What follows belongs to an exercise in optimizing a design on an open flow for small area, a short achievable clock period and few clock cycles per item; a production flow would make more cautious choices.
The RTL was checked by simulation tests, not by an equivalence proof against the original design.

== build 9 ==
==> flow/design.v (excerpt) <==
module fpu_pipe_unit #(
    parameter int EXP_W = 8,
    parameter int MAN_W = 23,
    parameter int TAG_W = 4
) (
    input  logic                 clk,
    input  logic                 rst_n,
    input  logic                 in_valid,
    output logic                 in_ready,
    input  logic [1:0]           in_op,
    input  logic [EXP_W+MAN_W:0] in_a,
    input  logic [EXP_W+MAN_W:0] in_b,
    input  logic [TAG_W-1:0]     in_tag,
    output logic                 out_valid,
    input  logic                 out_ready,
    output logic [EXP_W+MAN_W:0] out_y,
    output logic [TAG_W-1:0]     out_tag,
    output logic [3:0]           out_flags,
    output logic [3:0]           sticky,
    input  logic                 sticky_clr
);
==> flow/config.mk <==
export PLATFORM = sky130hd
export DESIGN_NAME = fpu_pipe_unit
export DESIGN_NICKNAME = fpu_pipe_unit
export VERILOG_FILES = /design/flow/design.v
export SDC_FILE = /design/flow/constraint.sdc
export NUM_CORES = 4
export LEC_CHECK = 0
export ABC_AREA = 1
export CAP_MARGIN = 20
export CORE_MARGIN = 2
export CORE_UTILIZATION = 40
export GPL_ROUTABILITY_DRIVEN = 0
export PLACE_DENSITY = 0.75
export SETUP_SLACK_MARGIN = 5
export SLEW_MARGIN = 20
==> flow/constraint.sdc <==
create_clock -name core_clock -period 14.0 [get_ports {clk}]
set_input_delay 2.8000 -clock core_clock [delete_from_list [all_inputs] [get_ports {clk}]]
set_output_delay 2.8000 -clock core_clock [all_outputs]
set_load 0.01 [all_outputs]
standard.sh (not shown) runs the stock make flow with config.mk's settings and CLKGATE_MAP_FILE= SYNTH_SCRIPT=/design/flow/synth_recipe.tcl, a recipe that flattens the netlist after the stock synthesis.
==> flow/flow/run.sh <==
#!/bin/bash
# Own layout flow:
#  1. the standard synthesis, unchanged (standard.sh, up to 1_2_yosys.v);
#  2. flow/fa_polarity.py removes inverters around full-adder cells of that
#     netlist (a full adder is self-dual); registers and ports are untouched;
#  3. the rest of the standard ORFS flow on that netlist, with plain
#     buf_2 cells as the port buffers.
# Each step's full output goes to a log file of its own in this folder.
set -euo pipefail
here=$(pwd)
res="$here/orfs/results/$FLOW_PLATFORM/fpu_pipe_unit/base"
bash standard.sh "$res/1_2_yosys.v" > "$here/flow_synth.log" 2>&1
cp "$res/1_2_yosys.v" "$here/1_2_yosys_standard.v"
python3 "$here/flow/fa_polarity.py" "$here/1_2_yosys_standard.v" "$res/1_2_yosys.v" > "$here/flow_polarity.log" 2>&1
touch "$res/1_2_yosys.v"
bash standard.sh \
    "BUFFER_PORTS_ARGS=-buffer_cell sky130_fd_sc_hd__buf_2" \
    finish > "$here/flow_layout.log" 2>&1
Other scripts of this flow, unchanged in this note and not shown: flow/flow/fa_polarity.py
Build 9 did not stop at any stage, and its layout met the timing, design-rule and antenna checks.
Testbench counts of build 9, summed over its fixed seeds: cycles 4,008, items 4,000.
Input-level comparison between build 69 and build 9:
- removing GPL_ROUTABILITY_DRIVEN (formerly 0)
- removing PLACE_DENSITY (formerly 0.75)
diff --git a/flow/flow/run.sh b/flow/flow/run.sh
--- a/flow/flow/run.sh
+++ b/flow/flow/run.sh
@@ -4,7 +4,4 @@
 #  2. flow/fa_polarity.py removes inverters around full-adder cells of that
 #     netlist (a full adder is self-dual); registers and ports are untouched;
-#  3. the rest of the standard ORFS flow on that netlist, with plain
-#     buf_2 cells as the port buffers.
-# Each step's full output goes to a log file of its own in this folder.
 set -euo pipefail
 here=$(pwd)
@@ -16,3 +13,4 @@
 bash standard.sh \
     "BUFFER_PORTS_ARGS=-buffer_cell sky130_fd_sc_hd__buf_2" \
+    "SETUP_SLACK_MARGIN=7" \
     finish > "$here/flow_layout.log" 2>&1
## What came out
[diff] fmax, build 69 relative to build 9: improvement
Build 69 against build 9: relative slew slack neither gained nor lost much, final wirelength +about 13%.
--- input diff build 69..build 64 ---
diff --git a/flow/flow/run.sh b/flow/flow/run.sh
--- a/flow/flow/run.sh
+++ b/flow/flow/run.sh
@@ -4,4 +4,7 @@
 #  2. flow/fa_polarity.py removes inverters around full-adder cells of that
 #     netlist (a full adder is self-dual); registers and ports are untouched;
+#  3. the rest of the standard ORFS flow on that netlist, with plain
+#     buf_2 cells as the port buffers.
+# Each step's full output goes to a log file of its own in this folder.
 set -euo pipefail
 here=$(pwd)
@@ -13,4 +16,3 @@
 bash standard.sh \
     "BUFFER_PORTS_ARGS=-buffer_cell sky130_fd_sc_hd__buf_2" \
-    "SETUP_SLACK_MARGIN=7" \
     finish > "$here/flow_layout.log" 2>&1
Notes after the runs:
- From build 69 to build 64 the numbers moved as follows: number of nets at the end of the flow fell 137; wire length -6.0%; critical path depth decreased 12.
- On first-pass GRT wire length, build 69 loses to build 64.
Inputs modified between build 64 and build 45:
- an added GPL_ROUTABILITY_DRIVEN of 0
### Flow results
- Build 45 did not stop at any stage, and its layout met the timing, design-rule and antenna checks.
- Taking build 45 over build 64, the maximum number of pins on one net before global-route repair ratio works out to 1.16.
- Start point of the critical path = in_b[5]: build 64; start point of the critical path = r_cin$_DFFE_PN_: build 45
- From build 64 to build 45 the numbers moved as follows: non-clock buffer instance count of the final layout increased 4; sequential share of cell area essentially unchanged; final area essentially unchanged; final-layout fill cell count essentially unchanged.
Relative to build 45, the following input files were edited for build 65:
- a deleted GPL_ROUTABILITY_DRIVEN that had been 0
- a change of SETUP_SLACK_MARGIN from 5 to 4
Findings:
- Build 65 vs. build 45: detailed placer's ending HPWL saw an increase, relative area change from synthesis to final layout saw a decrease, total stage count of the critical path saw a decrease, post-place setup slack saw an increase.

* * *

Another version of the RTL of fpu_pipe_unit (not shown whole).
Size: roughly 4,300 cells after synthesis, about 52 flip-flops, about 120 I/O pins.
clock: 14.0 ns
lec_check: 0
abc_area: 1
cap_margin: 20
core_margin: 2
core_utilization: 60
setup_slack_margin: 4
slew_margin: 20
run.sh (not shown) runs the stock make flow with config.mk's settings and CLKGATE_MAP_FILE= SYNTH_SCRIPT=/design/flow/synth_recipe.tcl, a recipe that flattens the netlist after the stock synthesis.
Stock flow here: none of the scripts above is used.
The first run completed with no timing, DRC or antenna violations.
Testbench counts at the start, summed over its fixed seeds: cycles 4,008, items 4,000.
Rerun with:
==> flow/flow/run.sh (new file) <==
#!/bin/bash
# Own layout flow: the standard ORFS flow with stronger port buffers and a
# fanout limit for the placement-stage design repair. Every make/tool output
# goes to a log file in this work folder.
set -euo pipefail
here=$(pwd)
bash standard.sh \
    "BUFFER_PORTS_ARGS=-buffer_cell sky130_fd_sc_hd__buf_4" \
    "PRE_RESIZE_TCL=$here/flow/pre_resize.tcl" \
    finish > "$here/standard_flow.log" 2>&1
==> flow/flow/pre_resize.tcl (new file) <==
# Limit fanout so that repair_design buffers the wide Booth-select and
# operand nets instead of leaving them on small drivers.
set_max_fanout 10 [current_design]
==> flow/standard.sh (new file) <==
#!/bin/bash
# synth_recipe.tcl (not shown) runs the flow's synth.tcl, then flattens the netlist and writes it again
# the make line also repeats each setting of config.mk as NAME=value (left out here)
make -C /OpenROAD-flow-scripts/flow DESIGN_CONFIG=/design/flow/config.mk WORK_HOME=/design/flow/orfs CLKGATE_MAP_FILE= SYNTH_SCRIPT=/design/flow/synth_recipe.tcl "${@:-finish}"
--- a/flow/config.mk
+++ b/flow/config.mk
@@ -10,3 +10,3 @@
 export CORE_MARGIN = 2
-export CORE_UTILIZATION = 60
+export CORE_UTILIZATION = 40
 export SETUP_SLACK_MARGIN = 4
removed: flow/run.sh
The new run completed without violations.
Wire length went up by 14%.
Final area went up by 8.8%.
Utilization went down by 18 points.
Fmax went down by 2.3%.
Final cell count went up by 12%.
Via count went up by 2.9%.
Die area went up by 49%.
Critical path depth is unchanged.
Worst setup slack gets worse by 0.23 ns.
Rerun with:
==> flow/flow/run.sh (replaced) <==
#!/bin/bash
# Own layout flow: the standard ORFS flow, with plain buf_2 cells as the
# port buffers. All make/tool output goes to a log file in this work folder.
set -euo pipefail
here=$(pwd)
bash standard.sh \
    "BUFFER_PORTS_ARGS=-buffer_cell sky130_fd_sc_hd__buf_2" \
    finish > "$here/standard_flow.log" 2>&1
removed: flow/flow/pre_resize.tcl
Global-route usage is lower by 2.6 points. First-iteration DRC count went down by 18%. Synthesized area does not change. Via count decreases by 6.2%. Cell count drops by 4.9%. Utilization shrinks by 4.3 points. Non-clock buffer count is lower by 275. Clock-buffer cell count goes down by 1. Die area does not change.

* * *

== oak ==
fpu_pipe_unit, a different RTL version from the one above (not shown whole).
Size in the first run: roughly 120 I/O pins.
==> flow/config.mk <==
export PLATFORM = sky130hd
export DESIGN_NAME = fpu_pipe_unit
export DESIGN_NICKNAME = fpu_pipe_unit
export VERILOG_FILES = /design/flow/design.v
export SDC_FILE = /design/flow/constraint.sdc
export NUM_CORES = 4
export LEC_CHECK = 0
export ABC_AREA = 1
export CAP_MARGIN = 20
export CORE_MARGIN = 2
export CORE_UTILIZATION = 48
export GPL_ROUTABILITY_DRIVEN = 0
export SETUP_SLACK_MARGIN = 5
export SLEW_MARGIN = 20
==> flow/constraint.sdc <==
create_clock -name core_clock -period 14.0 [get_ports {clk}]
set_input_delay 2.8000 -clock core_clock [delete_from_list [all_inputs] [get_ports {clk}]]
set_output_delay 2.8000 -clock core_clock [all_outputs]
set_load 0.01 [all_outputs]
standard.sh (not shown) runs the stock make flow with config.mk's settings and CLKGATE_MAP_FILE= SYNTH_SCRIPT=/design/flow/synth_recipe.tcl, a recipe that flattens the netlist after the stock synthesis.
==> flow/flow/run.sh <==
#!/bin/bash
# Own layout flow:
#  1. the standard synthesis, unchanged (standard.sh, up to 1_2_yosys.v);
#  2. flow/fa_polarity.py removes inverters around full-adder cells of that
#     netlist (a full adder is self-dual); registers and ports are untouched;
#  3. the rest of the standard ORFS flow on that netlist, with plain
#     buf_2 cells as the port buffers.
# Each step's full output goes to a log file of its own in this folder.
set -euo pipefail
here=$(pwd)
res="$here/orfs/results/$FLOW_PLATFORM/fpu_pipe_unit/base"
bash standard.sh "$res/1_2_yosys.v" > "$here/flow_synth.log" 2>&1
cp "$res/1_2_yosys.v" "$here/1_2_yosys_standard.v"
python3 "$here/flow/fa_polarity.py" "$here/1_2_yosys_standard.v" "$res/1_2_yosys.v" > "$here/flow_polarity.log" 2>&1
touch "$res/1_2_yosys.v"
bash standard.sh \
    "BUFFER_PORTS_ARGS=-buffer_cell sky130_fd_sc_hd__buf_2" \
    finish > "$here/flow_layout.log" 2>&1
Other scripts of this flow, unchanged in this note and not shown: flow/flow/fa_polarity.py
oak: all stages complete, timing, DRC and antenna checks passed
Testbench counts of oak, summed over its fixed seeds: cycles 4,008, items 4,000.
What pine does differently from oak at the input level:
# oak
export LEC_CHECK = 0
export ABC_AREA = 1
export CAP_MARGIN = 20
export CORE_MARGIN = 2
export CORE_UTILIZATION = 48
export GPL_ROUTABILITY_DRIVEN = 0
export SETUP_SLACK_MARGIN = 5
export SLEW_MARGIN = 20
create_clock -name core_clock -period 14.0 [get_ports {clk}]
# pine
export LEC_CHECK = 0
export ABC_AREA = 1
export CAP_MARGIN = 20
export CORE_MARGIN = 2
export CORE_UTILIZATION = 40
export GPL_ROUTABILITY_DRIVEN = 0
export SETUP_SLACK_MARGIN = 5
export SLEW_MARGIN = 20
create_clock -name core_clock -period 14.0 [get_ports {clk}]
On final cell count without fillers, the higher figure sits with pine, not oak. Changes observed in pine relative to oak: share of cell area taken by multi-input logic gates has decreased, via count has remained practically unchanged, H-tree depth has remained practically unchanged, critical path depth has increased. Final area: pine and oak compared, lower one is oak. Re remaining global-route overflow: no difference whatsoever between pine and oak.
Setup changes, pine to birch
# pine
export LEC_CHECK = 0
export ABC_AREA = 1
export CAP_MARGIN = 20
export CORE_MARGIN = 2
export CORE_UTILIZATION = 40
export GPL_ROUTABILITY_DRIVEN = 0
export SETUP_SLACK_MARGIN = 5
export SLEW_MARGIN = 20
create_clock -name core_clock -period 14.0 [get_ports {clk}]
# birch
export LEC_CHECK = 0
export ABC_AREA = 1
export CAP_MARGIN = 0
export CORE_MARGIN = 2
export CORE_UTILIZATION = 40
export GPL_ROUTABILITY_DRIVEN = 0
export SETUP_SLACK_MARGIN = 5
export SLEW_MARGIN = 0
create_clock -name core_clock -period 14.0 [get_ports {clk}]
==> comparison <==
Reported for birch and pine, met3 usage in global routing turned out identical to the last digit. Via density per instance: pine vs birch — no meaningful difference. Going from pine to birch, utilization after layout level; met1 global-route usage level; clock transition at the registers of the reported paths level; setup slack level. Looking at birch and pine, the maximum clock path buffer count is a wash. pine and birch ended up with roughly the same max-slew headroom at the worst pin. As far as final cell count goes, pine and birch are indistinguishable; the numbers are identical.
Input changes introduced in maple (baseline for comparison: birch):
# birch
export LEC_CHECK = 0
export ABC_AREA = 1
export CAP_MARGIN = 0
export CORE_MARGIN = 2
export CORE_UTILIZATION = 40
export GPL_ROUTABILITY_DRIVEN = 0
export SETUP_SLACK_MARGIN = 5
export SLEW_MARGIN = 0
create_clock -name core_clock -period 14.0 [get_ports {clk}]
# maple
export LEC_CHECK = 0
export ABC_AREA = 1
export CAP_MARGIN = 20
export CORE_MARGIN = 2
export CORE_UTILIZATION = 40
export SETUP_SLACK_MARGIN = 5
export SLEW_MARGIN = 20
create_clock -name core_clock -period 14.0 [get_ports {clk}]
Findings:
- maple: flow completed, timing, DRC and antenna clean
- Clock insertion delay at the later pin of the skew report delta (maple -> birch): insignificant
- A origin of the worst setup path of r_cin$_DFFE_PN_ is what birch shows, while in_b[5] belongs to maple.
- The register fraction of the total cell area was comparable across maple and birch.
- In maple the first-pass GRT wire length turned out about 2.1% higher than in birch.
- The standard cells in maple occupy more silicon area than those in birch do.

==> static timing again, ports no longer ideal <==
The results above use ideal ports. As a check the final layouts listed here were re-extracted and re-timed, cells and wires unchanged. Step 1, drivers: a clkbuf_16 drives clk and a buf_2 each remaining input, both assumed. Step 2 times the ports against the registers' clock, not the clock port: input delays grow and output delays shrink by t, the midpoint of the rising clock arrivals with the driver on. Slacks: ideal ports / drivers / drivers and shift; pairs: ideal ports / drivers.
run	shift t [ns]	slack for setup (ns)	worst setup path at the end
build 9	0.412	5.290 / 5.232 / 5.097	input to register
build 69	0.405	6.025 / 5.975 / 6.333	input to register
build 64	0.408	5.360 / 5.330 / 4.972	input to register
build 45	0.408	5.452 / 5.398 / 5.157	input to register
build 65	0.408	4.640 / 4.590 / 4.846	input to register
the first run of note 2	0.360	4.239 / 4.260 / 3.900	input to register
the second run of note 2	0.345	4.009 / 4.033 / 3.688	input to register
the third run of note 2	0.357	4.327 / 4.345 / 3.988	input to register
oak	0.397	5.341 / 5.291 / 5.410	input to register
pine	0.406	5.423 / 5.380 / 5.076	input to register
birch	0.406	5.423 / 5.380 / 5.076	input to register
maple	0.395	5.166 / 5.188 / 4.793	input to register
After both steps every run listed still meets setup and hold. For build 64, which loses most, drivers alone change the setup slack by -0.030 ns; drivers and shift together by -0.388 ns.
